From an optimization exercise on the open Yosys and OpenROAD flow, aimed at small area and a short achievable clock period; shortcuts taken in it are not production practice.
The RTL was checked by simulation tests, not by an equivalence proof against the original design.
The flow treats the clock pin as an ideal source, which a real chip does not have.
Power and IR drop assume default switching activity.

==> inputs of job 7202 <==
// line_packetizer
module line_packetizer #(
    parameter int          PIX_PER_LINE = 3648,
    parameter int          FIFO_AW      = 8,
    parameter logic [15:0] SYNC_WORD    = 16'hA55A
) (
    input  logic        clk,
    input  logic        rst,
    input  logic        en,
    input  logic        line_sync,
    input  logic        pix_valid,
    input  logic [15:0] pix_data,
    input  logic        tx_full,
    output logic        tx_wrreq,
    output logic [7:0]  tx_data,
    output logic [15:0] line_cnt,
    output logic [15:0] missed_lines,
    output logic        overflow,
    output logic        busy
);
export LEC_CHECK = 0
export CAP_MARGIN = 10
export CELL_PAD_IN_SITES_DETAIL_PLACEMENT = 2
export CELL_PAD_IN_SITES_GLOBAL_PLACEMENT = 2
export CORE_MARGIN = 2
export CORE_UTILIZATION = 40
export CTS_CLUSTER_DIAMETER = 100
export CTS_CLUSTER_SIZE = 20
export PLACE_DENSITY = 0.55
export SETUP_SLACK_MARGIN = 1.9
export SLEW_MARGIN = 10
export SYNTH_HIERARCHICAL = 1
create_clock -name core_clock -period 5.0 [get_ports {clk}]
run.sh (not shown) runs the stock make flow with config.mk's settings and CLKGATE_MAP_FILE= SYNTH_SCRIPT=/design/flow/synth_recipe.tcl, a recipe that flattens the netlist after the stock synthesis.
==> inputs of job 2926, as changes to job 7202 <==
==> flow/flow/run.sh (new file) <==
#!/bin/bash
# The standard ORFS layout (the standard.sh, standard synthesis unchanged), with these
# changes:
#  - the port buffers that buffer_ports adds are buf_4 cells rather than the delay cell it
#    picks by default (every input and output port still gets its own buffer);
#  - each repair_timing call is bounded in iterations (flow/repair_hook.tcl);
#  - global routing keeps more of met1 free (flow/grt_hook.tcl).
set -euo pipefail
here=$(pwd)
export BUFFER_PORTS_ARGS="-buffer_cell sky130_fd_sc_hd__buf_4"
export PRE_FLOORPLAN_TCL=$here/flow/repair_hook.tcl
export PRE_CTS_TCL=$here/flow/repair_hook.tcl
export PRE_GLOBAL_ROUTE_TCL=$here/flow/grt_hook.tcl
bash standard.sh \
  "BUFFER_PORTS_ARGS=$BUFFER_PORTS_ARGS" \
  "PRE_FLOORPLAN_TCL=$PRE_FLOORPLAN_TCL" \
  "PRE_CTS_TCL=$PRE_CTS_TCL" \
  "PRE_GLOBAL_ROUTE_TCL=$PRE_GLOBAL_ROUTE_TCL" \
  finish > "$here/flow_make.log" 2>&1
==> flow/flow/grt_hook.tcl (new file) <==
# Global routing: leave more of met1 to pin access. The standard flow reduces every routing
# layer's capacity by 20% (platform fastroute.tcl); here met1 is reduced by 70% and met2 by
# 40%, so that the global routes, and the detailed routes that follow them, use met2-met4
# more and the dense met1 pin area less.
source [file join [file dirname [info script]] repair_hook.tcl]
set_global_routing_layer_adjustment met1 0.7
set_global_routing_layer_adjustment met2 0.4
==> flow/flow/repair_hook.tcl (new file) <==
# Same as ORFS's repair_timing_helper (scripts/util.tcl), with a bound on the number of
# repair iterations, so that a path the repair cannot improve does not keep it busy.
proc repair_timing_helper { args } {
  set additional_args {}
  append_env_var additional_args SETUP_SLACK_MARGIN -setup_margin 1
  append_env_var additional_args HOLD_SLACK_MARGIN -hold_margin 1
  append_env_var additional_args SETUP_MOVE_SEQUENCE -sequence 1
  append_env_var additional_args TNS_END_PERCENT -repair_tns 1
  append_env_var additional_args SKIP_PIN_SWAP -skip_pin_swap 0
  append_env_var additional_args SKIP_GATE_CLONING -skip_gate_cloning 0
  append_env_var additional_args SKIP_BUFFER_REMOVAL -skip_buffer_removal 0
  append_env_var additional_args SKIP_LAST_GASP -skip_last_gasp 0
  append_env_var additional_args SKIP_VT_SWAP -skip_vt_swap 0
  append_env_var additional_args SKIP_CRIT_VT_SWAP -skip_crit_vt_swap 0
  append_env_var additional_args MATCH_CELL_FOOTPRINT -match_cell_footprint 0
  lappend additional_args {*}$args -verbose -max_iterations 1500
  log_cmd repair_timing {*}$additional_args
}
==> flow/standard.sh (new file) <==
#!/bin/bash
# synth_recipe.tcl (not shown) runs the flow's synth.tcl, then flattens the netlist and writes it again
# the make line also repeats each setting of config.mk as NAME=value (left out here)
make -C /OpenROAD-flow-scripts/flow DESIGN_CONFIG=/design/flow/config.mk WORK_HOME=/design/flow/orfs CLKGATE_MAP_FILE= SYNTH_SCRIPT=/design/flow/synth_recipe.tcl "${@:-finish}"
- SETUP_SLACK_MARGIN: 1.9 -> 2.45
removed: flow/run.sh
==> comparison table <==
Outcome: job 7202 timing/DRC/antenna clean; job 2926 timing/DRC/antenna clean
Number of diodes added for antenna fixing: job 7202 11; job 2926 34
Hold path startpoint: job 7202 fe[494]$_DFF_P_; job 2926 rst
Total CTS buffers: job 7202 236; job 2926 235
Setup slack, reg-to-reg: job 7202 1.83 ns; job 2926 2.27 ns
Routed wire length on met3: job 7202 34500 µm; job 2926 86800 µm
Net Switching: job 7202 0.0188 W; job 2926 0.0188 W
Router iterations before antenna repair: job 7202 20; job 2926 16
Number of buffer and inverter stages on the critical path: job 7202 2; job 2926 3
Critical path destination: job 7202 fe[1430]$_DFF_P_; job 2926 fe[1333]$_DFF_P_
Max Fanout on Critical Path: job 7202 101; job 2926 44
Overall Global Routing Usage: job 7202 28.4%; job 2926 40.6%
Post-Place Cells: job 7202 15248; job 2926 15198
Non-filler cells, final: job 7202 15535; job 2926 15653
Clock insertion delay at the later pin of the skew report: job 7202 0.99 ns; job 2926 0.98 ns
Vias per Instance: job 7202 7.62; job 2926 7.58
Net Sw Frac: job 7202 27.3%; job 2926 27.3%
Reg-to-reg endpoint: job 7202 fe[1430]$_DFF_P_; job 2926 fe[1333]$_DFF_P_
Hold Path Cell Cnt: job 7202 1; job 2926 2
Data arrival time of the critical path: job 7202 3.97 ns; job 2926 3.54 ns
Count of multi-input combinational gates: job 7202 6075; job 2926 6084
Highest achievable clock rate: job 7202 315 MHz; job 2926 366 MHz
Area added between synthesis and finish: job 7202 11.0%; job 2926 14.5%
Post-placement cell area: job 7202 0.147 mm²; job 2926 0.147 mm²
GRT busiest layer: job 7202 met2; job 2926 met1
Clock network area share: job 7202 4.02%; job 2926 3.92%
Required time at the worst-slack endpoint: job 7202 5.80 ns; job 2926 5.81 ns

what the ideal ports hide:
The results above use ideal ports. As a check the final layouts listed here were re-extracted and re-timed, cells and wires unchanged. Step 1: set_driving_cell puts a clkbuf_16 on clk and a buf_2 on each other input, an assumption about the parent block. Step 2 moves the port delays by t, midway between the first and last clock arrival at a register: inputs arrive t later, outputs are due t later. That takes back most of the time a late clock gives input paths. Three values: no drivers, after step 1, after step 2; two values: the first two.
run | shift t [ns] | setup slack, ns | worst hold slack (ns) | latest minus earliest clock arrival (ns)
job 7202 | 1.067 | 1.827 / 1.827 / 0.853 | 0.442 / 0.408 / 0.442 | 0.045 / 0.045
job 2926 | 1.077 | 2.269 / 2.268 / 1.613 | 0.374 / 0.281 / 0.438 | 0.051 / 0.051
After both steps every run listed still meets setup and hold. The setup slack of job 7202, which loses most, moves by 0.000 ns with the drivers and by -0.974 ns with both steps.
